Background: an optimization exercise with open tools, aiming at small area. Do not read the settings as production practice. Only simulation tests tie the RTL to the original design; equivalence was not proved. Power is estimated from default activity; no workload was simulated.

## acw_gate
module acw_gate (
	input  logic        clk,
	input  logic        rst_n,
	input  logic        host_a_valid,
	input  logic [2:0]  host_a_opcode,
	input  logic [31:0] host_a_address,
	input  logic [31:0] host_a_data,
	input  logic [7:0]  host_a_source,
	input  logic [1:0]  host_a_size,
	input  logic [3:0]  host_a_mask,
	input  logic        host_d_ready,
	output logic        host_d_valid,
	output logic [2:0]  host_d_opcode,
	output logic [31:0] host_d_data,
	output logic [7:0]  host_d_source,
	output logic        host_d_error,
	output logic        host_a_ready,
	output logic        dev_a_valid,
	output logic [2:0]  dev_a_opcode,
	output logic [31:0] dev_a_address,
	output logic [31:0] dev_a_data,
	output logic [7:0]  dev_a_source,
	output logic [1:0]  dev_a_size,
	output logic [3:0]  dev_a_mask,
	output logic        dev_d_ready,
	input  logic        dev_d_valid,
	input  logic [2:0]  dev_d_opcode,
	input  logic [31:0] dev_d_data,
	input  logic [7:0]  dev_d_source,
	input  logic        dev_d_error,
	input  logic        dev_a_ready,
	input  logic        cpu_a_valid,
	input  logic [2:0]  cpu_a_opcode,
	input  logic [31:0] cpu_a_address,
	input  logic [31:0] cpu_a_data,
	input  logic [7:0]  cpu_a_source,
	input  logic [1:0]  cpu_a_size,
	input  logic [3:0]  cpu_a_mask,
	input  logic        cpu_d_ready,
	output logic        cpu_d_valid,
	output logic [2:0]  cpu_d_opcode,
	output logic [31:0] cpu_d_data,
	output logic [7:0]  cpu_d_source,
	output logic        cpu_d_error,
	output logic        cpu_a_ready,
	output logic        irq
);
Settings: LEC_CHECK=0, CAP_MARGIN=20, CORE_MARGIN=2, CORE_UTILIZATION=40, CTS_BUF_LIST=sky130_fd_sc_hd__clkbuf_8, CTS_CLUSTER_DIAMETER=100, CTS_CLUSTER_SIZE=30, SETUP_SLACK_MARGIN=0, SLEW_MARGIN=20, BUFFER_PORTS_ARGS=-buffer_cell sky130_fd_sc_hd__buf_1, REMOVE_ABC_BUFFERS=1, CTS_ARGS=-sink_clustering_enable -repair_clock_nets -dont_use_dummy_load -buf_list sky130_fd_sc_hd__clkbuf_8 -sink_clustering_size 16 -sink_clustering_max_diameter 60; clock period 6.0 ns.
standard.sh (not shown) runs the stock make flow with config.mk's settings and CLKGATE_MAP_FILE= SYNTH_SCRIPT=/design/flow/synth_recipe.tcl, a recipe that flattens the netlist after the stock synthesis.
==> flow/flow/run.sh <==
#!/bin/bash
# Standard ORFS layout with these changes:
#  - port buffers use the smallest buffer cell (repair upsizes where timing needs it)
#  - buffers left by synthesis are removed at floorplan (repair re-buffers where needed)
#  - clock tree synthesis without dummy loads, with larger sink clusters
#  - after the standard synthesis, repair may not use the largest buffer cells
set -euo pipefail
cat >> config.mk <<'EOC'
export BUFFER_PORTS_ARGS = -buffer_cell sky130_fd_sc_hd__buf_1
export REMOVE_ABC_BUFFERS = 1
export CTS_ARGS = -sink_clustering_enable -repair_clock_nets -dont_use_dummy_load -buf_list sky130_fd_sc_hd__clkbuf_8 -sink_clustering_size 16 -sink_clustering_max_diameter 60
EOC
bash standard.sh synth > synth_flow.log 2>&1
cat >> config.mk <<'EOC'
export DONT_USE_CELLS += sky130_fd_sc_hd__buf_4 sky130_fd_sc_hd__buf_6 sky130_fd_sc_hd__buf_8 sky130_fd_sc_hd__buf_12 sky130_fd_sc_hd__buf_16 sky130_fd_sc_hd__bufbuf_8 sky130_fd_sc_hd__bufbuf_16
EOC
bash standard.sh finish > standard_flow.log 2>&1
Edit:
==> flow/run.sh (new file) <==
#!/bin/bash
# synth_recipe.tcl (not shown) runs the flow's synth.tcl, then flattens the netlist and writes it again
# the make line also repeats each setting of config.mk as NAME=value (left out here)
make -C /OpenROAD-flow-scripts/flow DESIGN_CONFIG=/design/flow/config.mk WORK_HOME=/design/flow/orfs CLKGATE_MAP_FILE= SYNTH_SCRIPT=/design/flow/synth_recipe.tcl finish
==> flow/config.mk (replaced) <==
export PLATFORM = sky130hd
export DESIGN_NAME = acw_gate
export DESIGN_NICKNAME = acw_gate
export VERILOG_FILES = /design/flow/design.v
export SDC_FILE = /design/flow/constraint.sdc
export NUM_CORES = 4
export LEC_CHECK = 0
export CAP_MARGIN = 20
export CORE_MARGIN = 2
export CORE_UTILIZATION = 40
export CTS_BUF_LIST = sky130_fd_sc_hd__clkbuf_4
export SETUP_SLACK_MARGIN = 0
export SLEW_MARGIN = 20
removed: flow/flow/run.sh
removed: flow/standard.sh
Routed wire length increases by 9.6%.
Worst setup slack gets worse by 0.015 ns.
Synthesized cell count is unchanged.
Combinational power increases by 48%.
Clock-buffer cell count increases by 112.
Die area does not change.
Core utilization increases by 8.4 points.
Final cell count increases by 8.7%.
Final area increases by about 18%.
Via count increases by about 6%.
Global-route usage increases by 2.7 points.
Edit:
==> flow/flow/run.sh (new file) <==
#!/bin/bash
# Standard ORFS layout with these changes:
#  - port buffers use the smallest buffer cell (repair upsizes where timing needs it)
#  - buffers left by synthesis are removed at floorplan (repair re-buffers where needed)
#  - clock tree synthesis without dummy loads, with larger sink clusters
set -euo pipefail
cat >> config.mk <<'EOC'
export BUFFER_PORTS_ARGS = -buffer_cell sky130_fd_sc_hd__buf_1
export REMOVE_ABC_BUFFERS = 1
export CTS_ARGS = -sink_clustering_enable -repair_clock_nets -dont_use_dummy_load -buf_list sky130_fd_sc_hd__clkbuf_8 -sink_clustering_size 16 -sink_clustering_max_diameter 60
EOC
bash standard.sh finish > standard_flow.log 2>&1
==> flow/standard.sh (new file) <==
#!/bin/bash
# synth_recipe.tcl (not shown) runs the flow's synth.tcl, then flattens the netlist and writes it again
# the make line also repeats each setting of config.mk as NAME=value (left out here)
make -C /OpenROAD-flow-scripts/flow DESIGN_CONFIG=/design/flow/config.mk WORK_HOME=/design/flow/orfs CLKGATE_MAP_FILE= SYNTH_SCRIPT=/design/flow/synth_recipe.tcl "${@:-finish}"
BUFFER_PORTS_ARGS = -buffer_cell sky130_fd_sc_hd__buf_1   (was not set)
CORE_UTILIZATION = 60   (was 40)
CTS_ARGS = -sink_clustering_enable -repair_clock_nets -dont_use_dummy_load -buf_list sky130_fd_sc_hd__clkbuf_8 -sink_clustering_size 16 -sink_clustering_max_diameter 60   (was not set)
CTS_BUF_LIST = not set   (was sky130_fd_sc_hd__clkbuf_4)
REMOVE_ABC_BUFFERS = 1   (was not set)
removed: flow/run.sh
Effect: The new run finished with timing, DRC and antenna clean. First-iteration DRC count rose by 36%. Synthesized cell count is unchanged. Clock power fell by about 40%. Combinational power shrinks by 30%. Final area decreases by 16%. Global-route usage is higher by 8.7 points. Maximum frequency is about the same. Wire length went down by about 14%. Register-to-register slack got worse by 0.27 ns.
Edit:
==> flow/flow/run.sh (replaced) <==
#!/bin/bash
# Standard ORFS layout with these changes:
#  - port buffers use the smallest buffer cell (repair upsizes where timing needs it)
#  - buffers left by synthesis are removed at floorplan (repair re-buffers where needed)
#  - clock tree synthesis without dummy loads, with larger sink clusters
#  - after the standard synthesis, repair may not use the largest buffer cells
set -euo pipefail
cat >> config.mk <<'EOC'
export BUFFER_PORTS_ARGS = -buffer_cell sky130_fd_sc_hd__buf_1
export REMOVE_ABC_BUFFERS = 1
export CTS_ARGS = -sink_clustering_enable -repair_clock_nets -dont_use_dummy_load -buf_list sky130_fd_sc_hd__clkbuf_4 -sink_clustering_size 10 -sink_clustering_max_diameter 40
EOC
bash standard.sh synth > synth_flow.log 2>&1
cat >> config.mk <<'EOC'
export DONT_USE_CELLS += sky130_fd_sc_hd__buf_6 sky130_fd_sc_hd__buf_8 sky130_fd_sc_hd__buf_12 sky130_fd_sc_hd__buf_16 sky130_fd_sc_hd__bufbuf_8 sky130_fd_sc_hd__bufbuf_16
EOC
bash standard.sh finish > standard_flow.log 2>&1
==> flow/config.mk (replaced) <==
export PLATFORM = sky130hd
export DESIGN_NAME = acw_gate
export DESIGN_NICKNAME = acw_gate
export VERILOG_FILES = /design/flow/design.v
export SDC_FILE = /design/flow/constraint.sdc
export NUM_CORES = 4
export LEC_CHECK = 0
export CAP_MARGIN = 20
export CORE_MARGIN = 2
export CORE_UTILIZATION = 40
export CTS_BUF_LIST = sky130_fd_sc_hd__clkbuf_8
export CTS_CLUSTER_DIAMETER = 100
export CTS_CLUSTER_SIZE = 30
export SETUP_SLACK_MARGIN = 0
export SLEW_MARGIN = 20
export BUFFER_PORTS_ARGS = -buffer_cell sky130_fd_sc_hd__buf_1
export REMOVE_ABC_BUFFERS = 1
export CTS_ARGS = -sink_clustering_enable -repair_clock_nets -dont_use_dummy_load -buf_list sky130_fd_sc_hd__clkbuf_4 -sink_clustering_size 10 -sink_clustering_max_diameter 40
export DONT_USE_CELLS += sky130_fd_sc_hd__buf_6 sky130_fd_sc_hd__buf_8 sky130_fd_sc_hd__buf_12 sky130_fd_sc_hd__buf_16 sky130_fd_sc_hd__bufbuf_8 sky130_fd_sc_hd__bufbuf_16
After rerunning:
- total power rose by 0.48%
- first-iteration DRC count falls by 30%
- flip-flop and latch count stays the same
- final cell count rises by 12%
- via count barely changes
- utilization drops by 23 points
- cell area rose by 0.68%
Edit:
--- a/flow/flow/run.sh
+++ b/flow/flow/run.sh
@@ -9,5 +9,5 @@
 export BUFFER_PORTS_ARGS = -buffer_cell sky130_fd_sc_hd__buf_1
 export REMOVE_ABC_BUFFERS = 1
-export CTS_ARGS = -sink_clustering_enable -repair_clock_nets -dont_use_dummy_load -buf_list sky130_fd_sc_hd__clkbuf_4 -sink_clustering_size 10 -sink_clustering_max_diameter 40
+export CTS_ARGS = -sink_clustering_enable -repair_clock_nets -dont_use_dummy_load -buf_list sky130_fd_sc_hd__clkbuf_8 -sink_clustering_size 16 -sink_clustering_max_diameter 60
 EOC
 bash standard.sh synth > synth_flow.log 2>&1
==> flow/config.mk (replaced) <==
export PLATFORM = sky130hd
export DESIGN_NAME = acw_gate
export DESIGN_NICKNAME = acw_gate
export VERILOG_FILES = /design/flow/design.v
export SDC_FILE = /design/flow/constraint.sdc
export NUM_CORES = 4
export LEC_CHECK = 0
export CAP_MARGIN = 5
export CORE_MARGIN = 2
export CORE_UTILIZATION = 40
export SETUP_SLACK_MARGIN = 0
export SLEW_MARGIN = 5
export BUFFER_PORTS_ARGS = -buffer_cell sky130_fd_sc_hd__buf_1
export REMOVE_ABC_BUFFERS = 1
export CTS_ARGS = -sink_clustering_enable -repair_clock_nets -dont_use_dummy_load -buf_list sky130_fd_sc_hd__clkbuf_8 -sink_clustering_size 16 -sink_clustering_max_diameter 60
export DONT_USE_CELLS += sky130_fd_sc_hd__buf_6 sky130_fd_sc_hd__buf_8 sky130_fd_sc_hd__buf_12 sky130_fd_sc_hd__buf_16 sky130_fd_sc_hd__bufbuf_8 sky130_fd_sc_hd__bufbuf_16
=>
- The changed run produced a clean layout
- worst hold slack is about the same
- power went up by 0.41%
- via count decreases by 1.2%

[afterwards: timing with drivers on the ports]
The results above use ideal ports. As a check the final layouts listed here were re-extracted and re-timed, cells and wires unchanged. Step 1, drivers: a clkbuf_16 drives clk and a buf_2 each remaining input, both assumed. Step 2 also shifts input and output timing later by t, the mid clock arrival at the registers, as if the neighbouring blocks saw the same clock. a / b / c = no drivers / after step 1 / after step 2; a / b = the first two.
| run | t (ns) | setup slack, ns | worst setup path at the end | clock arrival spread, ns | worst data-port slew with drivers (ns) |
|---|---|---|---|---|---|
| the first run | 0.675 | 0.138 / 0.115 / 0.115 | input to output | 0.064 / 0.064 | 0.12 |
| the second run | 0.901 | 0.123 / 0.088 / 0.088 | input to output | 0.049 / 0.049 | 0.25 |
| the third run | 0.599 | 0.137 / 0.114 / 0.114 | input to output | 0.064 / 0.064 | 0.16 |
| the fourth run | 0.834 | 0.085 / 0.062 / 0.062 | input to output | 0.139 / 0.138 | 0.13 |
| the fifth run | 0.662 | 0.094 / 0.070 / 0.070 | input to output | 0.063 / 0.063 | 0.12 |
After both steps every run listed still meets setup and hold. For the second run, which loses most, drivers alone change the setup slack by -0.035 ns; drivers and shift together by -0.035 ns.
